From an optimization exercise on the open Yosys and OpenROAD flow, aimed at small area; shortcuts taken in it are not production practice.
Where RTL was checked, it was by simulation tests only, not by an equivalence proof against the original.
Only the layout flow was run in run 1; the RTL was not checked for function there.

## flow/design.v (module list and top-level ports; edited modules follow where they fit)
// module pdm_capture_pipeline: 1877 lines
// module fa_cell: 10 lines
// module ha_cell: 9 lines
module pdm_capture_pipeline #(
  parameter int CHANNELS   = 4,
  parameter int CIC_ORDER  = 3,
  parameter int CIC_DELAY  = 1,
  parameter int ACC_WIDTH  = 32,
  parameter int PCM_WIDTH  = 16,
  parameter int FIFO_DEPTH = 8,
  localparam int CH_W  = (CHANNELS > 1) ? $clog2(CHANNELS) : 1,
  localparam int CNT_W = $clog2(FIFO_DEPTH) + 1
) (
  input  logic                 clk_i,
  input  logic                 rst_n_i,
  input  logic                 clk_en_i,
  input  logic                 pdm_i,
  input  logic                 pdm_valid_i,
  input  logic [CH_W-1:0]      pdm_channel_i,
  input  logic [6:0]           decimation_i,
  input  logic [4:0]           norm_shift_i,
  input  logic [15:0]          gain_i,
  output logic [PCM_WIDTH-1:0] pcm_o,
  output logic [CH_W-1:0]      pcm_channel_o,
  output logic                 pcm_valid_o,
  input  logic                 pcm_ready_i,
  output logic [CNT_W-1:0]     fifo_count_o,
  output logic                 overflow_o,
  input  logic                 clear_overflow_i
);
  // ...
==> flow/flow/run.sh <==
#!/bin/bash
# The standard layout (standard.sh: the standard synthesis, then ORFS to finish) with three
# changes:
#  - Yosys's ABC technology mapping uses flow/abc_area.script (area-oriented &nf mapping, with
#    no buffering or sizing: the layout's repair steps size and buffer the netlist); the
#    ORFS scripts are copied to scripts_area/ with only that file replaced;
#  - the port buffers that global placement inserts are the smallest buffer cell;
#  - clock tree synthesis inserts no dummy loads.
# Each make run's full output goes to its own log here; ORFS keeps each step's log under
# orfs/logs/.
set -euo pipefail
rm -rf scripts_area
cp -r "$FLOW_HOME/scripts" scripts_area
cp flow/abc_area.script scripts_area/abc_area.script
export BUFFER_PORTS_ARGS="-buffer_cell sky130_fd_sc_hd__buf_1"
export CTS_ARGS="-sink_clustering_enable -repair_clock_nets -sink_clustering_size 10 -sink_clustering_max_diameter 40 -buf_list sky130_fd_sc_hd__clkbuf_4 -dont_use_dummy_load"
bash standard.sh SCRIPTS_DIR="$PWD/scripts_area" synth > flow_synth.log 2>&1
bash standard.sh finish > flow_make.log 2>&1
==> flow/flow/abc_area.script <==
strash
&get -n
&st
&dch
&nf -R 200
&put
topo
stime -c
==> flow/standard.sh <==
#!/bin/bash
# synth_recipe.tcl (not shown) runs the flow's synth.tcl, then flattens the netlist and writes it again
# the make line also repeats each setting of config.mk as NAME=value (left out here)
make -C /OpenROAD-flow-scripts/flow DESIGN_CONFIG=/design/flow/config.mk WORK_HOME=/design/flow/orfs CLKGATE_MAP_FILE= SYNTH_SCRIPT=/design/flow/synth_recipe.tcl "${@:-finish}"
==> flow/config.mk <==
export PLATFORM = sky130hd
export DESIGN_NAME = pdm_capture_pipeline
export DESIGN_NICKNAME = pdm_capture_pipeline
export VERILOG_FILES = /design/flow/design.v
export SDC_FILE = /design/flow/constraint.sdc
export NUM_CORES = 4
export LEC_CHECK = 0
export ABC_AREA = 1
export CAP_MARGIN = 20
export CORE_MARGIN = 2
export CORE_UTILIZATION = 40
export CTS_BUF_LIST = sky130_fd_sc_hd__clkbuf_8
export CTS_CLUSTER_DIAMETER = 60
export CTS_CLUSTER_SIZE = 16
export PLACE_DENSITY = 0.75
export SLEW_MARGIN = 20
export SYNTH_HIERARCHICAL = 1
export SYNTH_MINIMUM_KEEP_SIZE = 0
==> flow/constraint.sdc <==
create_clock -name core_clock -period 11.0 [get_ports {clk_i}]
set_input_delay 2.2000 -clock core_clock [delete_from_list [all_inputs] [get_ports {clk_i}]]
set_output_delay 2.2000 -clock core_clock [all_outputs]
set_load 0.01 [all_outputs]
==> key figures, run 1 <==
STA
  • Max Fclk: 93.78 MHz
  • Transition time of the tightest slew-check pin: 1060 ps
  • Setup TNS: 0 ps
  • Slew Limit Fails: 0
  • Max-Slew Margin vs Limit: 29.27%

Logic synthesis
  • Number of synthesized register bits: 523
  • Parity-gate share of the synthesized area counting xor and xnor cells: 7.369%
  • Top cell type by total area after synthesis: sky130_fd_sc_hd__edfxtp_1
  • Compound-gate portion of the synthesized area: 12.67%
  • Most numerous cell in the Yosys netlist: sky130_fd_sc_hd__edfxtp_1
  • Netlist area before placement: 29120 um2

Cells and area
  • Nonclk buf count: 138
  • Number of clock buffer instances in the layout: 72

Global route
  • Fraction of met1 tracks used by global routing: 23.71%
  • Met3 Usage GRT: 3.447%
  • Global Route met2 Usage: 31.64%

Floorplanning
  • Die span in y: 273.8 um

Place
  • Dpl ws: 312.1 ps
  • Detailed-placement wirelength estimate: 46.99 mm

Critical path
  • Origin of the critical flop-to-flop path: r_i[1]
  • Top cell by count, worst path: sky130_fd_sc_hd__fa_1
  • Crit Path Max Fanout: 11
  • Delay contributed by the slowest stage of the critical path: 620 ps
  • Reg2reg setup slack: 340 ps
  • Sort of element at the start of the critical path: register
  • CP Data Arrival Time: 11140 ps

Min path
  • Cell count of the worst hold path: 0

Routing
  • Residual antenna-violating net count after detailed routing: 0

Run
  • Max cap viols: 0

Outcome
  • Run status: finished clean
==> inputs of run 2 (changes only) <==
--- a/flow/design.v
+++ b/flow/design.v
@@ -612,28 +612,16 @@
   logic c_532;
   logic c_533;
   logic c_534;
   logic c_535;
   logic c_536;
   logic c_537;
   logic c_538;
   logic c_539;
-  logic c_540;
-  logic c_541;
-  logic c_542;
-  logic c_543;
-  logic c_544;
-  logic c_545;
-  logic c_546;
-  logic c_547;
-  logic c_548;
-  logic c_549;
-  logic c_550;
-  logic c_551;
   assign c_0 = ~(r_na[0] & r_na[1]);
   assign c_1 = ~(r_na[0] & r_na[2]);
   assign c_2 = ~(r_na[0] & r_na[3]);
   assign c_3 = ~(r_na[0] & r_na[4]);
   assign c_4 = ~(r_na[0] & r_na[5]);
   assign c_5 = ~(r_na[0] & r_na[6]);
   assign c_6 = ~(r_na[1] & r_na[2]);
   assign c_7 = ~(r_na[1] & r_na[3]);
@@ -782,245 +770,237 @@
   fa_cell u_c_220 (.a(w_y[6]), .b(c_201), .c(c_219), .s(c_220), .co(c_221));
   fa_cell u_c_222 (.a(w_y[7]), .b(c_202), .c(c_221), .s(c_222), .co(c_223));
   fa_cell u_c_224 (.a(w_y[8]), .b(c_203), .c(c_223), .s(c_224), .co(c_225));
   fa_cell u_c_226 (.a(w_y[9]), .b(c_204), .c(c_225), .s(c_226), .co(c_227));
   fa_cell u_c_228 (.a(w_y[10]), .b(c_205), .c(c_227), .s(c_228), .co(c_229));
   fa_cell u_c_230 (.a(w_y[11]), .b(c_206), .c(c_229), .s(c_230), .co(c_231));
   fa_cell u_c_232 (.a(w_y[12]), .b(c_207), .c(c_231), .s(c_232), .co(c_233));
   assign c_234 = c_233 ^ w_nx;
-  assign c_235 = ~w_y[13];
-  assign c_236 = w_y[13] ^ w_nx;
-  assign c_237 = c_234 ? c_235 : w_y[13];
-  assign c_238 = w_y[14] ^ c_236;
-  assign c_239 = c_236 & (w_y[14] ^ w_nx);
-  assign c_240 = c_234 ? c_238 : w_y[14];
-  assign c_241 = w_y[15] ^ c_239;
-  assign c_242 = c_239 & (w_y[15] ^ w_nx);
-  assign c_243 = c_234 ? c_241 : w_y[15];
-  assign c_244 = w_y[16] ^ c_242;
-  assign c_245 = c_242 & (w_y[16] ^ w_nx);
-  assign c_246 = c_234 ? c_244 : w_y[16];
-  assign c_247 = w_y[17] ^ c_245;
-  assign c_248 = c_245 & (w_y[17] ^ w_nx);
-  assign c_249 = c_234 ? c_247 : w_y[17];
-  assign c_250 = w_y[18] ^ c_248;
-  assign c_251 = c_248 & (w_y[18] ^ w_nx);
-  assign c_252 = c_234 ? c_250 : w_y[18];
-  assign c_253 = w_y[19] ^ c_251;
-  assign c_254 = c_251 & (w_y[19] ^ w_nx);
-  assign c_255 = c_234 ? c_253 : w_y[19];
-  assign c_256 = w_y[20] ^ c_254;
-  assign c_257 = c_254 & (w_y[20] ^ w_nx);
-  assign c_258 = c_234 ? c_256 : w_y[20];
-  assign c_259 = w_y[21] ^ c_257;
-  assign c_260 = c_234 ? c_259 : w_y[21];
-  assign w_sa = {c_260, c_258, c_255, c_252, c_249, c_246, c_243, c_240, c_237, c_232, c_230, c_228, c_226, c_224, c_222, c_220, c_218, c_216, c_214, c_212, c_210, c_208};
-  assign c_261 = c_171 ^ r_in_bit;
-  assign c_262 = c_172 ^ r_in_bit;
-  assign c_263 = c_174 ^ r_in_bit;
-  assign c_264 = c_176 ^ r_in_bit;
-  assign c_265 = c_178 ^ r_in_bit;
-  assign c_266 = c_180 ^ r_in_bit;
-  assign c_267 = c_182 ^ r_in_bit;
-  assign c_268 = c_184 ^ r_in_bit;
-  assign c_269 = c_186 ^ r_in_bit;
-  assign c_270 = c_188 ^ r_in_bit;
-  assign c_271 = c_190 ^ r_in_bit;
-  assign c_272 = c_192 ^ r_in_bit;
-  assign c_273 = c_194 ^ r_in_bit;
-  fa_cell u_c_274 (.a(w_p2[0]), .b(c_261), .c(w_nx), .s(c_274), .co(c_275));
-  fa_cell u_c_276 (.a(w_p2[1]), .b(c_262), .c(c_275), .s(c_276), .co(c_277));
-  fa_cell u_c_278 (.a(w_p2[2]), .b(c_263), .c(c_277), .s(c_278), .co(c_279));
-  fa_cell u_c_280 (.a(w_p2[3]), .b(c_264), .c(c_279), .s(c_280), .co(c_281));
-  fa_cell u_c_282 (.a(w_p2[4]), .b(c_265), .c(c_281), .s(c_282), .co(c_283));
-  fa_cell u_c_284 (.a(w_p2[5]), .b(c_266), .c(c_283), .s(c_284), .co(c_285));
-  fa_cell u_c_286 (.a(w_p2[6]), .b(c_267), .c(c_285), .s(c_286), .co(c_287));
-  fa_cell u_c_288 (.a(w_p2[7]), .b(c_268), .c(c_287), .s(c_288), .co(c_289));
-  fa_cell u_c_290 (.a(w_p2[8]), .b(c_269), .c(c_289), .s(c_290), .co(c_291));
-  fa_cell u_c_292 (.a(w_p2[9]), .b(c_270), .c(c_291), .s(c_292), .co(c_293));
-  fa_cell u_c_294 (.a(w_p2[10]), .b(c_271), .c(c_293), .s(c_294), .co(c_295));
-  fa_cell u_c_296 (.a(w_p2[11]), .b(c_272), .c(c_295), .s(c_296), .co(c_297));
-  fa_cell u_c_298 (.a(w_p2[12]), .b(c_273), .c(c_297), .s(c_298), .co(c_299));
-  fa_cell u_c_300 (.a(w_p2[13]), .b(w_nx), .c(c_299), .s(c_300), .co(c_301));
-  fa_cell u_c_302 (.a(w_p2[14]), .b(w_nx), .c(c_301), .s(c_302), .co(c_303));
-  fa_cell u_c_304 (.a(w_p2[15]), .b(w_nx), .c(c_303), .s(c_304), .co(c_305));
-  fa_cell u_c_306 (.a(w_p2[16]), .b(w_nx), .c(c_305), .s(c_306), .co(c_307));
-  assign c_308 = c_307 ^ w_nx;
-  assign c_309 = ~w_p2[17];
-  assign c_310 = w_p2[17] ^ w_nx;
-  assign c_311 = c_308 ? c_309 : w_p2[17];
-  assign c_312 = w_p2[18] ^ c_310;
-  assign c_313 = c_310 & (w_p2[18] ^ w_nx);
-  assign c_314 = c_308 ? c_312 : w_p2[18];
-  assign c_315 = w_p2[19] ^ c_313;
-  assign c_316 = c_308 ? c_315 : w_p2[19];
-  assign w_sc = {c_316, c_314, c_311, c_306, c_304, c_302, c_300, c_298, c_296, c_294, c_292, c_290, c_288, c_286, c_284, c_282, c_280, c_278, c_276, c_274};
-  assign c_317 = w_p1[0] ^ w_nx;
-  assign c_318 = w_p1[1] ^ w_nx;
-  assign c_319 = w_p1[2] ^ w_nx;
-  assign c_320 = w_p1[3] ^ w_nx;
-  assign c_321 = w_p1[4] ^ w_nx;
-  assign c_322 = w_p1[5] ^ w_nx;
-  assign c_323 = w_p1[6] ^ w_nx;
-  assign c_324 = w_p1[7] ^ w_nx;
-  assign c_325 = w_p1[8] ^ w_nx;
-  assign c_326 = w_p1[9] ^ w_nx;
-  assign c_327 = w_p1[10] ^ w_nx;
-  assign c_328 = w_p1[11] ^ w_nx;
-  assign c_329 = w_p1[12] ^ w_nx;
-  assign c_330 = w_p1[13] ^ w_nx;
-  assign c_331 = w_p1[14] ^ w_nx;
-  assign c_332 = w_p1[15] ^ w_nx;
-  assign c_333 = w_p1[16] ^ w_nx;
-  assign c_334 = w_p1[17] ^ w_nx;
-  assign c_335 = w_p1[18] ^ w_nx;
-  assign c_336 = w_p1[19] ^ w_nx;
-  assign c_337 = w_p1[20] ^ w_nx;
-  assign c_338 = w_p1[21] ^ w_nx;
-  assign c_339 = w_r[0] & w_r[1];
-  assign c_340 = w_r[0] & w_r[2];
-  assign c_341 = w_r[0] & w_r[3];
-  assign c_342 = w_r[0] & w_r[4];
-  assign c_343 = w_r[0] & w_r[5];
-  assign c_344 = w_r[0] & w_r[6];
-  assign c_345 = w_r[1] & w_r[2];
-  assign c_346 = w_r[1] & w_r[3];
-  assign c_347 = w_r[1] & w_r[4];
-  assign c_348 = w_r[1] & w_r[5];
-  assign c_349 = w_r[1] & w_r[6];
-  assign c_350 = w_r[2] & w_r[3];
-  assign c_351 = w_r[2] & w_r[4];
-  assign c_352 = w_r[2] & w_r[5];
-  assign c_353 = w_r[2] & w_r[6];
-  assign c_354 = w_r[3] & w_r[4];
-  assign c_355 = w_r[3] & w_r[5];
-  assign c_356 = w_r[3] & w_r[6];
-  assign c_357 = w_r[4] & w_r[5];
-  assign c_358 = w_r[4] & w_r[6];
-  assign c_359 = w_r[5] & w_r[6];
-  ha_cell u_c_360 (.a(c_323), .b(c_343), .s(c_360), .co(c_361));
-  ha_cell u_c_362 (.a(c_324), .b(c_344), .s(c_362), .co(c_363));
-  fa_cell u_c_364 (.a(c_325), .b(c_349), .c(c_352), .s(c_364), .co(c_365));
-  ha_cell u_c_366 (.a(c_319), .b(c_339), .s(c_366), .co(c_367));
-  ha_cell u_c_368 (.a(c_320), .b(c_340), .s(c_368), .co(c_369));
-  fa_cell u_c_370 (.a(c_321), .b(c_341), .c(c_345), .s(c_370), .co(c_371));
-  ha_cell u_c_372 (.a(w_r[2]), .b(c_82), .s(c_372), .co(c_373));
-  fa_cell u_c_374 (.a(c_322), .b(c_342), .c(c_346), .s(c_374), .co(c_375));
-  ha_cell u_c_376 (.a(c_84), .b(c_180), .s(c_376), .co(c_377));
-  fa_cell u_c_378 (.a(c_347), .b(c_350), .c(w_r[3]), .s(c_378), .co(c_379));
-  fa_cell u_c_380 (.a(c_86), .b(c_182), .c(c_360), .s(c_380), .co(c_381));
-  fa_cell u_c_382 (.a(c_348), .b(c_351), .c(c_88), .s(c_382), .co(c_383));
-  fa_cell u_c_384 (.a(c_184), .b(c_361), .c(c_362), .s(c_384), .co(c_385));
-  fa_cell u_c_386 (.a(c_354), .b(w_r[4]), .c(c_90), .s(c_386), .co(c_387));
-  fa_cell u_c_388 (.a(c_186), .b(c_363), .c(c_364), .s(c_388), .co(c_389));
-  fa_cell u_c_390 (.a(c_326), .b(c_353), .c(c_355), .s(c_390), .co(c_391));
-  fa_cell u_c_392 (.a(c_92), .b(c_188), .c(c_365), .s(c_392), .co(c_393));
-  fa_cell u_c_394 (.a(c_327), .b(c_356), .c(c_357), .s(c_394), .co(c_395));
-  fa_cell u_c_396 (.a(w_r[5]), .b(c_94), .c(c_190), .s(c_396), .co(c_397));
-  fa_cell u_c_398 (.a(c_328), .b(c_358), .c(c_96), .s(c_398), .co(c_399));
-  fa_cell u_c_400 (.a(c_329), .b(c_359), .c(w_r[6]), .s(c_400), .co(c_401));
-  ha_cell u_c_402 (.a(c_317), .b(w_r[0]), .s(c_402), .co(c_403));
-  fa_cell u_c_404 (.a(c_318), .b(c_76), .c(c_172), .s(c_404), .co(c_405));
-  fa_cell u_c_406 (.a(w_r[1]), .b(c_78), .c(c_174), .s(c_406), .co(c_407));
-  fa_cell u_c_408 (.a(c_80), .b(c_176), .c(c_367), .s(c_408), .co(c_409));
-  fa_cell u_c_410 (.a(c_178), .b(c_369), .c(c_370), .s(c_410), .co(c_411));
-  fa_cell u_c_412 (.a(c_371), .b(c_373), .c(c_374), .s(c_412), .co(c_413));
-  fa_cell u_c_414 (.a(c_375), .b(c_377), .c(c_378), .s(c_414), .co(c_415));
-  fa_cell u_c_416 (.a(c_379), .b(c_381), .c(c_382), .s(c_416), .co(c_417));
-  fa_cell u_c_418 (.a(c_383), .b(c_385), .c(c_386), .s(c_418), .co(c_419));
-  fa_cell u_c_420 (.a(c_387), .b(c_389), .c(c_390), .s(c_420), .co(c_421));
-  fa_cell u_c_422 (.a(c_391), .b(c_393), .c(c_394), .s(c_422), .co(c_423));
-  fa_cell u_c_424 (.a(c_192), .b(c_395), .c(c_397), .s(c_424), .co(c_425));
-  fa_cell u_c_426 (.a(c_98), .b(c_194), .c(c_399), .s(c_426), .co(c_427));
-  ha_cell u_c_428 (.a(c_75), .b(c_171), .s(c_428), .co(c_429));
-  assign c_430 = ~(c_403 ^ c_404);
-  assign c_431 = c_403 | c_404;
-  fa_cell u_c_432 (.a(c_366), .b(c_405), .c(c_406), .s(c_432), .co(c_433));
-  fa_cell u_c_434 (.a(c_368), .b(c_407), .c(c_408), .s(c_434), .co(c_435));
-  fa_cell u_c_436 (.a(c_372), .b(c_409), .c(c_410), .s(c_436), .co(c_437));
-  fa_cell u_c_438 (.a(c_376), .b(c_411), .c(c_412), .s(c_438), .co(c_439));
-  fa_cell u_c_440 (.a(c_380), .b(c_413), .c(c_414), .s(c_440), .co(c_441));
-  fa_cell u_c_442 (.a(c_384), .b(c_415), .c(c_416), .s(c_442), .co(c_443));
-  fa_cell u_c_444 (.a(c_388), .b(c_417), .c(c_418), .s(c_444), .co(c_445));
-  fa_cell u_c_446 (.a(c_392), .b(c_419), .c(c_420), .s(c_446), .co(c_447));
-  fa_cell u_c_448 (.a(c_396), .b(c_421), .c(c_422), .s(c_448), .co(c_449));
-  fa_cell u_c_450 (.a(c_398), .b(c_423), .c(c_424), .s(c_450), .co(c_451));
-  fa_cell u_c_452 (.a(c_400), .b(c_425), .c(c_426), .s(c_452), .co(c_453));
-  fa_cell u_c_454 (.a(c_330), .b(c_401), .c(c_427), .s(c_454), .co(c_455));
-  assign c_456 = ~c_331;
-  assign c_457 = ~c_332;
-  assign c_458 = ~c_333;
-  assign c_459 = ~c_334;
-  assign c_460 = ~c_335;
-  assign c_461 = ~c_336;
-  assign c_462 = ~c_337;
-  assign c_463 = ~c_338;
-  ha_cell u_c_464 (.a(c_402), .b(c_428), .s(c_464), .co(c_465));
+  assign c_235 = w_y[13] ^ c_234;
+  assign c_236 = c_234 & (w_y[13] ^ w_nx);
+  assign c_237 = w_y[14] ^ c_236;
+  assign c_238 = c_236 & (w_y[14] ^ w_nx);
+  assign c_239 = w_y[15] ^ c_238;
+  assign c_240 = c_238 & (w_y[15] ^ w_nx);
+  assign c_241 = w_y[16] ^ c_240;
+  assign c_242 = c_240 & (w_y[16] ^ w_nx);
+  assign c_243 = w_y[17] ^ c_242;
+  assign c_244 = c_242 & (w_y[17] ^ w_nx);
+  assign c_245 = w_y[18] ^ c_244;
+  assign c_246 = c_244 & (w_y[18] ^ w_nx);
+  assign c_247 = w_y[19] ^ c_246;
+  assign c_248 = c_246 & (w_y[19] ^ w_nx);
+  assign c_249 = w_y[20] ^ c_248;
+  assign c_250 = c_248 & (w_y[20] ^ w_nx);
+  assign c_251 = w_y[21] ^ c_250;
+  assign w_sa = {c_251, c_249, c_247, c_245, c_243, c_241, c_239, c_237, c_235, c_232, c_230, c_228, c_226, c_224, c_222, c_220, c_218, c_216, c_214, c_212, c_210, c_208};
+  assign c_252 = c_171 ^ r_in_bit;
+  assign c_253 = c_172 ^ r_in_bit;
+  assign c_254 = c_174 ^ r_in_bit;
+  assign c_255 = c_176 ^ r_in_bit;
+  assign c_256 = c_178 ^ r_in_bit;
+  assign c_257 = c_180 ^ r_in_bit;
+  assign c_258 = c_182 ^ r_in_bit;
+  assign c_259 = c_184 ^ r_in_bit;
+  assign c_260 = c_186 ^ r_in_bit;
+  assign c_261 = c_188 ^ r_in_bit;
+  assign c_262 = c_190 ^ r_in_bit;
+  assign c_263 = c_192 ^ r_in_bit;
+  assign c_264 = c_194 ^ r_in_bit;
+  fa_cell u_c_265 (.a(w_p2[0]), .b(c_252), .c(w_nx), .s(c_265), .co(c_266));
+  fa_cell u_c_267 (.a(w_p2[1]), .b(c_253), .c(c_266), .s(c_267), .co(c_268));
+  fa_cell u_c_269 (.a(w_p2[2]), .b(c_254), .c(c_268), .s(c_269), .co(c_270));
+  fa_cell u_c_271 (.a(w_p2[3]), .b(c_255), .c(c_270), .s(c_271), .co(c_272));
+  fa_cell u_c_273 (.a(w_p2[4]), .b(c_256), .c(c_272), .s(c_273), .co(c_274));
+  fa_cell u_c_275 (.a(w_p2[5]), .b(c_257), .c(c_274), .s(c_275), .co(c_276));
+  fa_cell u_c_277 (.a(w_p2[6]), .b(c_258), .c(c_276), .s(c_277), .co(c_278));
+  fa_cell u_c_279 (.a(w_p2[7]), .b(c_259), .c(c_278), .s(c_279), .co(c_280));
+  fa_cell u_c_281 (.a(w_p2[8]), .b(c_260), .c(c_280), .s(c_281), .co(c_282));
+  fa_cell u_c_283 (.a(w_p2[9]), .b(c_261), .c(c_282), .s(c_283), .co(c_284));
+  fa_cell u_c_285 (.a(w_p2[10]), .b(c_262), .c(c_284), .s(c_285), .co(c_286));
+  fa_cell u_c_287 (.a(w_p2[11]), .b(c_263), .c(c_286), .s(c_287), .co(c_288));
+  fa_cell u_c_289 (.a(w_p2[12]), .b(c_264), .c(c_288), .s(c_289), .co(c_290));
+  assign c_291 = c_290 ^ w_nx;
+  assign c_292 = w_p2[13] ^ c_291;
+  assign c_293 = c_291 & (w_p2[13] ^ w_nx);
+  assign c_294 = w_p2[14] ^ c_293;
+  assign c_295 = c_293 & (w_p2[14] ^ w_nx);
+  assign c_296 = w_p2[15] ^ c_295;
+  assign c_297 = c_295 & (w_p2[15] ^ w_nx);
+  assign c_298 = w_p2[16] ^ c_297;
+  assign c_299 = c_297 & (w_p2[16] ^ w_nx);
+  assign c_300 = w_p2[17] ^ c_299;
+  assign c_301 = c_299 & (w_p2[17] ^ w_nx);
+  assign c_302 = w_p2[18] ^ c_301;
+  assign c_303 = c_301 & (w_p2[18] ^ w_nx);
+  assign c_304 = w_p2[19] ^ c_303;
+  assign w_sc = {c_304, c_302, c_300, c_298, c_296, c_294, c_292, c_289, c_287, c_285, c_283, c_281, c_279, c_277, c_275, c_273, c_271, c_269, c_267, c_265};
+  assign c_305 = w_p1[0] ^ w_nx;
+  assign c_306 = w_p1[1] ^ w_nx;
+  assign c_307 = w_p1[2] ^ w_nx;
+  assign c_308 = w_p1[3] ^ w_nx;
+  assign c_309 = w_p1[4] ^ w_nx;
+  assign c_310 = w_p1[5] ^ w_nx;
+  assign c_311 = w_p1[6] ^ w_nx;
+  assign c_312 = w_p1[7] ^ w_nx;
+  assign c_313 = w_p1[8] ^ w_nx;
+  assign c_314 = w_p1[9] ^ w_nx;
+  assign c_315 = w_p1[10] ^ w_nx;
+  assign c_316 = w_p1[11] ^ w_nx;
+  assign c_317 = w_p1[12] ^ w_nx;
+  assign c_318 = w_p1[13] ^ w_nx;
+  assign c_319 = w_p1[14] ^ w_nx;
+  assign c_320 = w_p1[15] ^ w_nx;
+  assign c_321 = w_p1[16] ^ w_nx;
+  assign c_322 = w_p1[17] ^ w_nx;
+  assign c_323 = w_p1[18] ^ w_nx;
+  assign c_324 = w_p1[19] ^ w_nx;
+  assign c_325 = w_p1[20] ^ w_nx;
+  assign c_326 = w_p1[21] ^ w_nx;
+  assign c_327 = w_r[0] & w_r[1];
+  assign c_328 = w_r[0] & w_r[2];
+  assign c_329 = w_r[0] & w_r[3];
+  assign c_330 = w_r[0] & w_r[4];
+  assign c_331 = w_r[0] & w_r[5];
+  assign c_332 = w_r[0] & w_r[6];
+  assign c_333 = w_r[1] & w_r[2];
+  assign c_334 = w_r[1] & w_r[3];
+  assign c_335 = w_r[1] & w_r[4];
+  assign c_336 = w_r[1] & w_r[5];
+  assign c_337 = w_r[1] & w_r[6];
+  assign c_338 = w_r[2] & w_r[3];
+  assign c_339 = w_r[2] & w_r[4];
+  assign c_340 = w_r[2] & w_r[5];
+  assign c_341 = w_r[2] & w_r[6];
+  assign c_342 = w_r[3] & w_r[4];
+  assign c_343 = w_r[3] & w_r[5];
+  assign c_344 = w_r[3] & w_r[6];
+  assign c_345 = w_r[4] & w_r[5];
+  assign c_346 = w_r[4] & w_r[6];
+  assign c_347 = w_r[5] & w_r[6];
+  ha_cell u_c_348 (.a(c_311), .b(c_331), .s(c_348), .co(c_349));
+  ha_cell u_c_350 (.a(c_312), .b(c_332), .s(c_350), .co(c_351));
+  fa_cell u_c_352 (.a(c_313), .b(c_337), .c(c_340), .s(c_352), .co(c_353));
+  ha_cell u_c_354 (.a(c_307), .b(c_327), .s(c_354), .co(c_355));
+  ha_cell u_c_356 (.a(c_308), .b(c_328), .s(c_356), .co(c_357));
+  fa_cell u_c_358 (.a(c_309), .b(c_329), .c(c_333), .s(c_358), .co(c_359));
+  ha_cell u_c_360 (.a(w_r[2]), .b(c_82), .s(c_360), .co(c_361));
+  fa_cell u_c_362 (.a(c_310), .b(c_330), .c(c_334), .s(c_362), .co(c_363));
+  ha_cell u_c_364 (.a(c_84), .b(c_180), .s(c_364), .co(c_365));
+  fa_cell u_c_366 (.a(c_335), .b(c_338), .c(w_r[3]), .s(c_366), .co(c_367));
+  fa_cell u_c_368 (.a(c_86), .b(c_182), .c(c_348), .s(c_368), .co(c_369));
+  fa_cell u_c_370 (.a(c_336), .b(c_339), .c(c_88), .s(c_370), .co(c_371));
+  fa_cell u_c_372 (.a(c_184), .b(c_349), .c(c_350), .s(c_372), .co(c_373));
+  fa_cell u_c_374 (.a(c_342), .b(w_r[4]), .c(c_90), .s(c_374), .co(c_375));
+  fa_cell u_c_376 (.a(c_186), .b(c_351), .c(c_352), .s(c_376), .co(c_377));
+  fa_cell u_c_378 (.a(c_314), .b(c_341), .c(c_343), .s(c_378), .co(c_379));
+  fa_cell u_c_380 (.a(c_92), .b(c_188), .c(c_353), .s(c_380), .co(c_381));
+  fa_cell u_c_382 (.a(c_315), .b(c_344), .c(c_345), .s(c_382), .co(c_383));
+  fa_cell u_c_384 (.a(w_r[5]), .b(c_94), .c(c_190), .s(c_384), .co(c_385));
+  fa_cell u_c_386 (.a(c_316), .b(c_346), .c(c_96), .s(c_386), .co(c_387));
+  fa_cell u_c_388 (.a(c_317), .b(c_347), .c(w_r[6]), .s(c_388), .co(c_389));
+  ha_cell u_c_390 (.a(c_305), .b(w_r[0]), .s(c_390), .co(c_391));
+  fa_cell u_c_392 (.a(c_306), .b(c_76), .c(c_172), .s(c_392), .co(c_393));
+  fa_cell u_c_394 (.a(w_r[1]), .b(c_78), .c(c_174), .s(c_394), .co(c_395));
+  fa_cell u_c_396 (.a(c_80), .b(c_176), .c(c_355), .s(c_396), .co(c_397));
+  fa_cell u_c_398 (.a(c_178), .b(c_357), .c(c_358), .s(c_398), .co(c_399));
+  fa_cell u_c_400 (.a(c_359), .b(c_361), .c(c_362), .s(c_400), .co(c_401));
+  fa_cell u_c_402 (.a(c_363), .b(c_365), .c(c_366), .s(c_402), .co(c_403));
+  fa_cell u_c_404 (.a(c_367), .b(c_369), .c(c_370), .s(c_404), .co(c_405));
+  fa_cell u_c_406 (.a(c_371), .b(c_373), .c(c_374), .s(c_406), .co(c_407));
+  fa_cell u_c_408 (.a(c_375), .b(c_377), .c(c_378), .s(c_408), .co(c_409));
+  fa_cell u_c_410 (.a(c_379), .b(c_381), .c(c_382), .s(c_410), .co(c_411));
+  fa_cell u_c_412 (.a(c_192), .b(c_383), .c(c_385), .s(c_412), .co(c_413));
+  fa_cell u_c_414 (.a(c_98), .b(c_194), .c(c_387), .s(c_414), .co(c_415));
+  ha_cell u_c_416 (.a(c_75), .b(c_171), .s(c_416), .co(c_417));
+  assign c_418 = ~(c_391 ^ c_392);
+  assign c_419 = c_391 | c_392;
+  fa_cell u_c_420 (.a(c_354), .b(c_393), .c(c_394), .s(c_420), .co(c_421));
+  fa_cell u_c_422 (.a(c_356), .b(c_395), .c(c_396), .s(c_422), .co(c_423));
+  fa_cell u_c_424 (.a(c_360), .b(c_397), .c(c_398), .s(c_424), .co(c_425));
+  fa_cell u_c_426 (.a(c_364), .b(c_399), .c(c_400), .s(c_426), .co(c_427));
+  fa_cell u_c_428 (.a(c_368), .b(c_401), .c(c_402), .s(c_428), .co(c_429));
+  fa_cell u_c_430 (.a(c_372), .b(c_403), .c(c_404), .s(c_430), .co(c_431));
+  fa_cell u_c_432 (.a(c_376), .b(c_405), .c(c_406), .s(c_432), .co(c_433));
+  fa_cell u_c_434 (.a(c_380), .b(c_407), .c(c_408), .s(c_434), .co(c_435));
+  fa_cell u_c_436 (.a(c_384), .b(c_409), .c(c_410), .s(c_436), .co(c_437));
+  fa_cell u_c_438 (.a(c_386), .b(c_411), .c(c_412), .s(c_438), .co(c_439));
+  fa_cell u_c_440 (.a(c_388), .b(c_413), .c(c_414), .s(c_440), .co(c_441));
+  fa_cell u_c_442 (.a(c_318), .b(c_389), .c(c_415), .s(c_442), .co(c_443));
+  assign c_444 = ~c_319;
+  assign c_445 = ~c_320;
+  assign c_446 = ~c_321;
+  assign c_447 = ~c_322;
+  assign c_448 = ~c_323;
+  assign c_449 = ~c_324;
+  assign c_450 = ~c_325;
+  assign c_451 = ~c_326;
+  ha_cell u_c_452 (.a(c_390), .b(c_416), .s(c_452), .co(c_453));
+  fa_cell u_c_454 (.a(c_417), .b(c_418), .c(c_453), .s(c_454), .co(c_455));
+  fa_cell u_c_456 (.a(c_419), .b(c_420), .c(c_455), .s(c_456), .co(c_457));
+  fa_cell u_c_458 (.a(c_421), .b(c_422), .c(c_457), .s(c_458), .co(c_459));
+  fa_cell u_c_460 (.a(c_423), .b(c_424), .c(c_459), .s(c_460), .co(c_461));
+  fa_cell u_c_462 (.a(c_425), .b(c_426), .c(c_461), .s(c_462), .co(c_463));
+  fa_cell u_c_464 (.a(c_427), .b(c_428), .c(c_463), .s(c_464), .co(c_465));
   fa_cell u_c_466 (.a(c_429), .b(c_430), .c(c_465), .s(c_466), .co(c_467));
   fa_cell u_c_468 (.a(c_431), .b(c_432), .c(c_467), .s(c_468), .co(c_469));
   fa_cell u_c_470 (.a(c_433), .b(c_434), .c(c_469), .s(c_470), .co(c_471));
   fa_cell u_c_472 (.a(c_435), .b(c_436), .c(c_471), .s(c_472), .co(c_473));
   fa_cell u_c_474 (.a(c_437), .b(c_438), .c(c_473), .s(c_474), .co(c_475));
   fa_cell u_c_476 (.a(c_439), .b(c_440), .c(c_475), .s(c_476), .co(c_477));
   fa_cell u_c_478 (.a(c_441), .b(c_442), .c(c_477), .s(c_478), .co(c_479));
-  fa_cell u_c_480 (.a(c_443), .b(c_444), .c(c_479), .s(c_480), .co(c_481));
-  fa_cell u_c_482 (.a(c_445), .b(c_446), .c(c_481), .s(c_482), .co(c_483));
-  fa_cell u_c_484 (.a(c_447), .b(c_448), .c(c_483), .s(c_484), .co(c_485));
-  fa_cell u_c_486 (.a(c_449), .b(c_450), .c(c_485), .s(c_486), .co(c_487));
-  fa_cell u_c_488 (.a(c_451), .b(c_452), .c(c_487), .s(c_488), .co(c_489));
-  fa_cell u_c_490 (.a(c_453), .b(c_454), .c(c_489), .s(c_490), .co(c_491));
-  ha_cell u_c_492 (.a(c_455), .b(c_456), .s(c_492), .co(c_493));
-  fa_cell u_c_494 (.a(c_331), .b(c_457), .c(c_493), .s(c_494), .co(c_495));
-  fa_cell u_c_496 (.a(c_332), .b(c_458), .c(c_495), .s(c_496), .co(c_497));
-  fa_cell u_c_498 (.a(c_333), .b(c_459), .c(c_497), .s(c_498), .co(c_499));
-  fa_cell u_c_500 (.a(c_334), .b(c_460), .c(c_499), .s(c_500), .co(c_501));
-  fa_cell u_c_502 (.a(c_335), .b(c_461), .c(c_501), .s(c_502), .co(c_503));
-  fa_cell u_c_504 (.a(c_336), .b(c_462), .c(c_503), .s(c_504), .co(c_505));
-  assign c_506 = c_337 ^ c_463 ^ c_505;
-  assign c_507 = ~(c_455 ^ c_456);
-  assign c_508 = c_455 | c_456;
-  fa_cell u_c_509 (.a(c_331), .b(c_457), .c(c_508), .s(c_509), .co(c_510));
-  fa_cell u_c_511 (.a(c_332), .b(c_458), .c(c_510), .s(c_511), .co(c_512));
-  fa_cell u_c_513 (.a(c_333), .b(c_459), .c(c_512), .s(c_513), .co(c_514));
-  fa_cell u_c_515 (.a(c_334), .b(c_460), .c(c_514), .s(c_515), .co(c_516));
-  fa_cell u_c_517 (.a(c_335), .b(c_461), .c(c_516), .s(c_517), .co(c_518));
-  fa_cell u_c_519 (.a(c_336), .b(c_462), .c(c_518), .s(c_519), .co(c_520));
-  assign c_521 = c_337 ^ c_463 ^ c_520;
-  assign c_522 = c_491 ? c_507 : c_492;
-  assign c_523 = c_491 ? c_509 : c_494;
-  assign c_524 = c_491 ? c_511 : c_496;
-  assign c_525 = c_491 ? c_513 : c_498;
-  assign c_526 = c_491 ? c_515 : c_500;
-  assign c_527 = c_491 ? c_517 : c_502;
-  assign c_528 = c_491 ? c_519 : c_504;
-  assign c_529 = c_491 ? c_521 : c_506;
-  assign c_530 = c_464 ^ w_nx;
-  assign c_531 = c_466 ^ w_nx;
-  assign c_532 = c_468 ^ w_nx;
-  assign c_533 = c_470 ^ w_nx;
-  assign c_534 = c_472 ^ w_nx;
-  assign c_535 = c_474 ^ w_nx;
-  assign c_536 = c_476 ^ w_nx;
-  assign c_537 = c_478 ^ w_nx;
-  assign c_538 = c_480 ^ w_nx;
-  assign c_539 = c_482 ^ w_nx;
-  assign c_540 = c_484 ^ w_nx;
-  assign c_541 = c_486 ^ w_nx;
-  assign c_542 = c_488 ^ w_nx;
-  assign c_543 = c_490 ^ w_nx;
-  assign c_544 = c_522 ^ w_nx;
-  assign c_545 = c_523 ^ w_nx;
-  assign c_546 = c_524 ^ w_nx;
-  assign c_547 = c_525 ^ w_nx;
-  assign c_548 = c_526 ^ w_nx;
-  assign c_549 = c_527 ^ w_nx;
-  assign c_550 = c_528 ^ w_nx;
-  assign c_551 = c_529 ^ w_nx;
-  assign w_sb = {c_551, c_550, c_549, c_548, c_547, c_546, c_545, c_544, c_543, c_542, c_541, c_540, c_539, c_538, c_537, c_536, c_535, c_534, c_533, c_532, c_531, c_530};
+  ha_cell u_c_480 (.a(c_443), .b(c_444), .s(c_480), .co(c_481));
+  fa_cell u_c_482 (.a(c_319), .b(c_445), .c(c_481), .s(c_482), .co(c_483));
+  fa_cell u_c_484 (.a(c_320), .b(c_446), .c(c_483), .s(c_484), .co(c_485));
+  fa_cell u_c_486 (.a(c_321), .b(c_447), .c(c_485), .s(c_486), .co(c_487));
+  fa_cell u_c_488 (.a(c_322), .b(c_448), .c(c_487), .s(c_488), .co(c_489));
+  fa_cell u_c_490 (.a(c_323), .b(c_449), .c(c_489), .s(c_490), .co(c_491));
+  fa_cell u_c_492 (.a(c_324), .b(c_450), .c(c_491), .s(c_492), .co(c_493));
+  assign c_494 = c_325 ^ c_451 ^ c_493;
+  assign c_495 = ~(c_443 ^ c_444);
+  assign c_496 = c_443 | c_444;
+  fa_cell u_c_497 (.a(c_319), .b(c_445), .c(c_496), .s(c_497), .co(c_498));
+  fa_cell u_c_499 (.a(c_320), .b(c_446), .c(c_498), .s(c_499), .co(c_500));
+  fa_cell u_c_501 (.a(c_321), .b(c_447), .c(c_500), .s(c_501), .co(c_502));
+  fa_cell u_c_503 (.a(c_322), .b(c_448), .c(c_502), .s(c_503), .co(c_504));
+  fa_cell u_c_505 (.a(c_323), .b(c_449), .c(c_504), .s(c_505), .co(c_506));
+  fa_cell u_c_507 (.a(c_324), .b(c_450), .c(c_506), .s(c_507), .co(c_508));
+  assign c_509 = c_325 ^ c_451 ^ c_508;
+  assign c_510 = c_479 ? c_495 : c_480;
+  assign c_511 = c_479 ? c_497 : c_482;
+  assign c_512 = c_479 ? c_499 : c_484;
+  assign c_513 = c_479 ? c_501 : c_486;
+  assign c_514 = c_479 ? c_503 : c_488;
+  assign c_515 = c_479 ? c_505 : c_490;
+  assign c_516 = c_479 ? c_507 : c_492;
+  assign c_517 = c_479 ? c_509 : c_494;
+  assign c_518 = c_452 ^ w_nx;
+  assign c_519 = c_454 ^ w_nx;
+  assign c_520 = c_456 ^ w_nx;
+  assign c_521 = c_458 ^ w_nx;
+  assign c_522 = c_460 ^ w_nx;
+  assign c_523 = c_462 ^ w_nx;
+  assign c_524 = c_464 ^ w_nx;
+  assign c_525 = c_466 ^ w_nx;
+  assign c_526 = c_468 ^ w_nx;
+  assign c_527 = c_470 ^ w_nx;
+  assign c_528 = c_472 ^ w_nx;
+  assign c_529 = c_474 ^ w_nx;
+  assign c_530 = c_476 ^ w_nx;
+  assign c_531 = c_478 ^ w_nx;
+  assign c_532 = c_510 ^ w_nx;
+  assign c_533 = c_511 ^ w_nx;
+  assign c_534 = c_512 ^ w_nx;
+  assign c_535 = c_513 ^ w_nx;
+  assign c_536 = c_514 ^ w_nx;
+  assign c_537 = c_515 ^ w_nx;
+  assign c_538 = c_516 ^ w_nx;
+  assign c_539 = c_517 ^ w_nx;
+  assign w_sb = {c_539, c_538, c_537, c_536, c_535, c_534, c_533, c_532, c_531, c_530, c_529, c_528, c_527, c_526, c_525, c_524, c_523, c_522, c_521, c_520, c_519, c_518};
   always_ff @(posedge clk_i or negedge rst_n_i) begin
     if (!rst_n_i) begin
       r_live     <= '0;
       r_in_sel   <= '0;
       r_s2_valid <= 1'b0;
     end else if (!clk_en_i) begin
       r_live     <= '0;
       r_in_sel   <= '0;
@@ -1483,16 +1463,19 @@
   logic m_426;
   logic m_427;
   logic m_428;
   logic m_429;
   logic m_430;
   logic m_431;
   logic m_432;
   logic m_433;
+  logic m_434;
+  logic m_435;
+  logic m_436;
   assign m_0 = r_s3_data[0] ^ 1'b0;
   assign m_1 = (r_s3_data[1] & ~r_s3_data[0] & ~1'b0) | (~r_s3_data[1] & r_s3_data[0] & 1'b0);
   assign m_2 = (m_0 & gain_i[0]) ^ r_s3_data[1];
   assign m_3 = ((m_0 & gain_i[1]) | (m_1 & gain_i[0])) ^ r_s3_data[1];
   assign m_4 = ((m_0 & gain_i[2]) | (m_1 & gain_i[1])) ^ r_s3_data[1];
   assign m_5 = ((m_0 & gain_i[3]) | (m_1 & gain_i[2])) ^ r_s3_data[1];
   assign m_6 = ((m_0 & gain_i[4]) | (m_1 & gain_i[3])) ^ r_s3_data[1];
   assign m_7 = ((m_0 & gain_i[5]) | (m_1 & gain_i[4])) ^ r_s3_data[1];
@@ -1778,34 +1761,36 @@
   fa_cell u_m_393 (.a(m_348), .b(m_349), .c(m_392), .s(m_393), .co(m_394));
   fa_cell u_m_395 (.a(m_350), .b(m_351), .c(m_394), .s(m_395), .co(m_396));
   fa_cell u_m_397 (.a(m_352), .b(m_353), .c(m_396), .s(m_397), .co(m_398));
   fa_cell u_m_399 (.a(m_354), .b(m_355), .c(m_398), .s(m_399), .co(m_400));
   fa_cell u_m_401 (.a(m_356), .b(m_357), .c(m_400), .s(m_401), .co(m_402));
   fa_cell u_m_403 (.a(m_358), .b(m_359), .c(m_402), .s(m_403), .co(m_404));
   fa_cell u_m_405 (.a(m_360), .b(m_361), .c(m_404), .s(m_405), .co(m_406));
   fa_cell u_m_407 (.a(m_362), .b(m_363), .c(m_406), .s(m_407), .co(m_408));
-  fa_cell u_m_409 (.a(m_364), .b(m_365), .c(m_408), .s(m_409), .co(m_410));
-  ha_cell u_m_411 (.a(m_366), .b(m_367), .s(m_411), .co(m_412));
+  ha_cell u_m_409 (.a(m_364), .b(m_365), .s(m_409), .co(m_410));
+  fa_cell u_m_411 (.a(m_366), .b(m_367), .c(m_410), .s(m_411), .co(m_412));
   fa_cell u_m_413 (.a(m_368), .b(m_369), .c(m_412), .s(m_413), .co(m_414));
   fa_cell u_m_415 (.a(m_370), .b(m_371), .c(m_414), .s(m_415), .co(m_416));
   fa_cell u_m_417 (.a(m_372), .b(m_373), .c(m_416), .s(m_417), .co(m_418));
   assign m_419 = m_151 ^ m_150 ^ m_418;
-  assign m_420 = ~(m_366 ^ m_367);
-  assign m_421 = m_366 | m_367;
-  fa_cell u_m_422 (.a(m_368), .b(m_369), .c(m_421), .s(m_422), .co(m_423));
-  fa_cell u_m_424 (.a(m_370), .b(m_371), .c(m_423), .s(m_424), .co(m_425));
-  fa_cell u_m_426 (.a(m_372), .b(m_373), .c(m_425), .s(m_426), .co(m_427));
-  assign m_428 = m_151 ^ m_150 ^ m_427;
-  assign m_429 = m_410 ? m_420 : m_411;
-  assign m_430 = m_410 ? m_422 : m_413;
-  assign m_431 = m_410 ? m_424 : m_415;
-  assign m_432 = m_410 ? m_426 : m_417;
-  assign m_433 = m_410 ? m_428 : m_419;
-  assign w_round = {m_433, m_432, m_431, m_430, m_429, m_409, m_407, m_405, m_403, m_401, m_399, m_397, m_395, m_393, m_391, m_389};
+  assign m_420 = ~(m_364 ^ m_365);
+  assign m_421 = m_364 | m_365;
+  fa_cell u_m_422 (.a(m_366), .b(m_367), .c(m_421), .s(m_422), .co(m_423));
+  fa_cell u_m_424 (.a(m_368), .b(m_369), .c(m_423), .s(m_424), .co(m_425));
+  fa_cell u_m_426 (.a(m_370), .b(m_371), .c(m_425), .s(m_426), .co(m_427));
+  fa_cell u_m_428 (.a(m_372), .b(m_373), .c(m_427), .s(m_428), .co(m_429));
+  assign m_430 = m_151 ^ m_150 ^ m_429;
+  assign m_431 = m_408 ? m_420 : m_409;
+  assign m_432 = m_408 ? m_422 : m_411;
+  assign m_433 = m_408 ? m_424 : m_413;
+  assign m_434 = m_408 ? m_426 : m_415;
+  assign m_435 = m_408 ? m_428 : m_417;
+  assign m_436 = m_408 ? m_430 : m_419;
+  assign w_round = {m_436, m_435, m_434, m_433, m_432, m_431, m_407, m_405, m_403, m_401, m_399, m_397, m_395, m_393, m_391, m_389};
   always_comb begin
     w_sh4 = norm_shift_i[4] ? {{16{r_s2_data[SW-1]}}, r_s2_data[SW-1:16]} : r_s2_data;
     w_sh3 = norm_shift_i[3] ? {{8{w_sh4[SW-1]}}, w_sh4[SW-1:8]} : w_sh4;
     w_sh2 = norm_shift_i[2] ? {{4{w_sh3[SW-1]}}, w_sh3[SW-1:4]} : w_sh3;
     w_sh1 = norm_shift_i[1] ? w_sh2[18:2] : w_sh2[16:0];
     w_sh0 = norm_shift_i[0] ? w_sh1[16:1] : w_sh1[15:0];
     w_ovf = 1'b0;
     for (int k = 0; k < SW - 16; k++)
==> run 2 against run 1 <==
Compared with the run above:
- still clean
- critical path depth is 2 higher
- count of clock-buffer cells in the layout is 1 higher
- clock skew is 36 ps higher
- utilization is 0.15 points lower
- die area is 0.11% higher
- first-iteration DRC count is 3.4% lower
- worst hold slack better by 21 ps
==> key figures, run 2 <==
Logic synthesis
  • Most common flop cell mapped by yosys: sky130_fd_sc_hd__edfxtp_1 (unchanged)
  • Yosys warnings: 11 (unchanged)
  • Async SR Flop Fraction: 3.824% (unchanged)
  • Gate Count Post-Synth: 2174 (was 2171)
  • Count of cell types in the netlist: 45 (was 46)
  • Leading post-synthesis cells by cell area: sky130_fd_sc_hd__edfxtp_1 44%, sky130_fd_sc_hd__fa_1 16%, sky130_fd_sc_hd__xnor2_1 5.9% (was sky130_fd_sc_hd__edfxtp_1 44%, sky130_fd_sc_hd__fa_1 17%, sky130_fd_sc_hd__xnor2_1 5.7%)
  • List of most frequent post-synthesis cells: 428 x sky130_fd_sc_hd__edfxtp_1, 239 x sky130_fd_sc_hd__fa_1, 219 x sky130_fd_sc_hd__nand2_1 (was 428 x sky130_fd_sc_hd__edfxtp_1, 242 x sky130_fd_sc_hd__fa_1, 213 x sky130_fd_sc_hd__nand2_1)
  • Netlist area before placement: 29150 um2 (was 29120 um2)
  • Post-Synthesis Mean Instance Area: 13.41 um2 (about the same)
  • Number of synthesized register bits: 523 (unchanged)
  • Net count of the mapped netlist: 2536 (unchanged)
  • EDFF count, synth: 428 (unchanged)
  • Top-area cell type share of the netlist area: 44.09% (was 44.14%)
  • Proportion of synthesized chip area in sequential cells: 50.96% (was 51.01%)
  • Most numerous cell in the Yosys netlist: sky130_fd_sc_hd__edfxtp_1 (unchanged)
  • Top cell type by total area after synthesis: sky130_fd_sc_hd__edfxtp_1 (unchanged)

Critical path
  • Crit Path Max Fanout: 8 (was 11)
  • Worst setup EP type: register (unchanged)
  • Slowest cell on the critical path: sky130_fd_sc_hd__fa_1 (was sky130_fd_sc_hd__dfxtp_1)
  • Setup Crit Path Kind: reg2reg (unchanged)
  • CP Data Arrival Time: 11070 ps (was 11140 ps)
  • Top cell by count, worst path: sky130_fd_sc_hd__fa_1 (unchanged)
  • Delay contributed by the slowest stage of the critical path: 500 ps (was 620 ps)
  • Critical Path RT: 11430 ps (was 11480 ps)
  • Sort of element at the start of the critical path: register (unchanged)

Global route
  • Aggregate global-route resource usage: 18.26% (was 18.45%)
  • Number of antenna violations at the first check in global routing: 4 (was 5)
  • Via count of the first global-routing pass: 19510 (was 19550)
  • Grt total ovfl: 0 (unchanged)
  • Maximum number of pins on one net before global-route repair: 48 (was 55)
  • Wire length of the first global-routing pass: 107.4 mm (was 108.3 mm)

Clocking
  • Maximum buffer depth of the clock tree: 3 (unchanged)
  • Total clock buffers created by CTS: 73 (was 72)
  • CTS tree: built (unchanged)
  • Buffer cell driving the clock tree root: sky130_fd_sc_hd__clkbuf_4 (unchanged)
  • Sinks on Clock Net: 523 (unchanged)
  • Clock latency (worst-skew pair): 850 ps (about the same)
  • H-tree levels: 3 (unchanged)
  • Clock transition time at the flip-flop clock pins of the worst setup and hold paths: 90 ps (was 100 ps)

Cells and area
  • Share of final-layout standard cells stronger than drive strength 1: 6.850% (was 7.284%)
  • Layout Nets: 2729 (was 2742)
  • Multi-input gate area: 13890 um2 (was 13850 um2)
  • Sequential cell area in the final layout: 14880 um2 (unchanged)
  • Flip-flop count of the largest register after layout: 128 (unchanged)
  • Area growth from synthesis to layout: 8.593% (was 8.899%)
  • Commonest non-fill, non-tap cell in the layout: sky130_fd_sc_hd__edfxtp_1 (unchanged)
  • Filler Cells Inserted: 6466 (was 6465)
  • Commonest cells after routing, fill and taps aside: 428 x sky130_fd_sc_hd__edfxtp_1, 239 x sky130_fd_sc_hd__fa_1, 219 x sky130_fd_sc_hd__nand2_1 (was 428 x sky130_fd_sc_hd__edfxtp_1, 242 x sky130_fd_sc_hd__fa_1, 213 x sky130_fd_sc_hd__nand2_1)

Routing
  • Residual DRC count: 0 (unchanged)
  • Vias per Instance: 5.677 (was 5.721)
  • Sum of routed wire length over all layers: 67.76 mm (was 68.84 mm)
  • Residual antenna-violating net count after detailed routing: 0 (unchanged)
  • Detailed-route wire length per cell: 20.41 um (was 20.69 um)
  • DR pass1 iterations: 7 (unchanged)
  • Starting DRC count in detailed routing: 2021 (was 2092)
  • Overall via count from detail_route: 18850 (was 19040)

STA
  • Fin Hold WS: 300.2 ps (was 279.4 ps)
  • Final setup skew: 169.1 ps (was 132.9 ps)
  • Transition time of the tightest slew-check pin: 1137 ps (was 1060 ps)
  • Slew Limit Fails: 0 (unchanged)
  • Setup TNS: 0 ps (unchanged)
  • Final period demand of the worst path: 10630 ps (was 10660 ps)
  • Endpoints failing hold: 0 (unchanged)
  • Setup repair after global routing missed its margin: false (unchanged)
  • Max-Slew Margin vs Limit: 24.11% (was 29.27%)
  • Setup violators final: 0 (unchanged)
  • Max Fclk: 94.06 MHz (was 93.78 MHz)
  • Portion of the clock cycle consumed by the worst path in the final layout: 96.65% (was 96.94%)

Floorplanning
  • # rows: 98 (unchanged)
  • Num ports: 61 (unchanged)
  • Die Footprint: 75050 um2 (was 74970 um2)
  • Starting density of the core: 40.57% (was 40.59%)
  • Die span in y: 274.0 um (was 273.8 um)
  • Horizontal die dimension: 274.0 um (was 273.8 um)
  • Floorplan Core Area: 71850 um2 (was 71730 um2)

Place
  • Port Buf Inserts: 60 (unchanged)
  • Detailed-placement wirelength estimate: 46.58 mm (was 46.99 mm)
  • Placer congestion estimate: 0.9174 (was 0.9251)

Run
  • Max cap viols: 0 (unchanged)

Min path
  • Type of the tightest min-delay check: reg2reg (unchanged)

Outcome
  • Run status: finished clean (unchanged)
## run 2: logic make-up after synthesis
group / synth area share (%)
flip-flops: 50.96
AO/OA/AOI/OAI: 12.48
AND/OR/NAND/NOR: 6.108
adder cells (fa/ha/maj): 20.11
XOR/XNOR: 7.632
buffers and inverters: 1.545
multiplexers: 1.172
## run 2: final cells by class
type	count	area share (%)
tap	950	3.755
clock buffer	73	1.731
sequential	523	46.99
inverter	114	1.352
antenna	5	0.03953
multi-input combinational	1531	43.90
timing repair buffer	124	2.233
## run 2: through the flow
stage	util, %	setup slack (ps)	area (um2)	instances
floorplan	-	115.5	29150	2174
global placement	43.26	515.2	31090	3242
detailed placement	43.26	257.9	31090	3242
CTS	44.03	175.3	31640	3315
global route	44.05	1.567	31650	3320
finish	44.05	368.1	31650	3320
## run 2: final timing paths
check	startpoint	end	slack [ps]	depth (start not counted)
setup / recovery	r_na[1]	r_y[0][21]	370	32
hold / removal	r_s2_ch[1]	r_s3_ch[1]	300	0
setup reg to reg	r_na[1]	r_y[0][21]	370	32
hold reg to reg	r_s2_ch[1]	r_s3_ch[1]	300	0
max in group asynchronous	rst_n_i	r_s4_valid	9020	1
min in group asynchronous	rst_n_i	r_live[3]	1390	1
## run 2: Yosys stat by module (local to each module, per instance)
module | cell area [um2] | copies in the design | flip-flops and latches
fa_cell | 20.02 | 237 | 0
pdm_capture_pipeline | 23780 | 1 | 523
ha_cell | 12.51 | 50 | 0
## run 2: repair_timing
item,4_1_cts,5_1_grt
hold buffers,0,0
setup endpoints to repair,0,14
buffers inserted,0,0
gates resized for setup,0,6
## run 2: metal layers
layer / track usage [%] / routed length, um
met1: 24.16 / 27740
met2: 30.30 / 33100
met3: 3.056 / 4968
met4: 6.636 / 1918
met5: 0 / 33
## run 2: worst max-delay path: cells and delay by family (launching register included)
family / cells / cell delay [ps]
adders and majority gates: 23 / 8810
AOI/OAI and AO/OA: 1 / 130
DFF: 1 / 410
buffers and inverters: 5 / 410
xor gates and xnor gates: 2 / 320
muxes: 1 / 200

## re-timing with driven ports
No port has a modelled driver above. Below, the same layouts with a new extraction and two added sets of constraints.
Step 1 (the two cells are an assumption about what drives the block):
set clk [get_ports {clk_i}]
set_driving_cell -lib_cell sky130_fd_sc_hd__clkbuf_16 $clk
set_driving_cell -lib_cell sky130_fd_sc_hd__buf_2 [delete_from_list [all_inputs] $clk]
Step 2 adds t to the input delays and takes it off the output delays; t is the mean of the earliest and latest rising clock arrival at the registers after step 1. Input paths then give back, and output paths get back, about the clock's delay inside the block.
Slacks: ideal / step 1 / step 2; pairs: ideal / step 1.
| run | t, ns | setup WS [ns] | hold slack, ns | worst setup path after step 2 | worst slew at a driven data input, ns |
|---|---|---|---|---|---|
| run 1 | 0.857 | 0.336 / 0.336 / 0.336 | 0.279 / 0.279 / 0.279 | register to register | 0.13 |
| run 2 | 0.822 | 0.368 / 0.368 / 0.368 | 0.300 / 0.300 / 0.300 | register to register | 0.14 |
After both steps setup and hold are still met in every run listed.
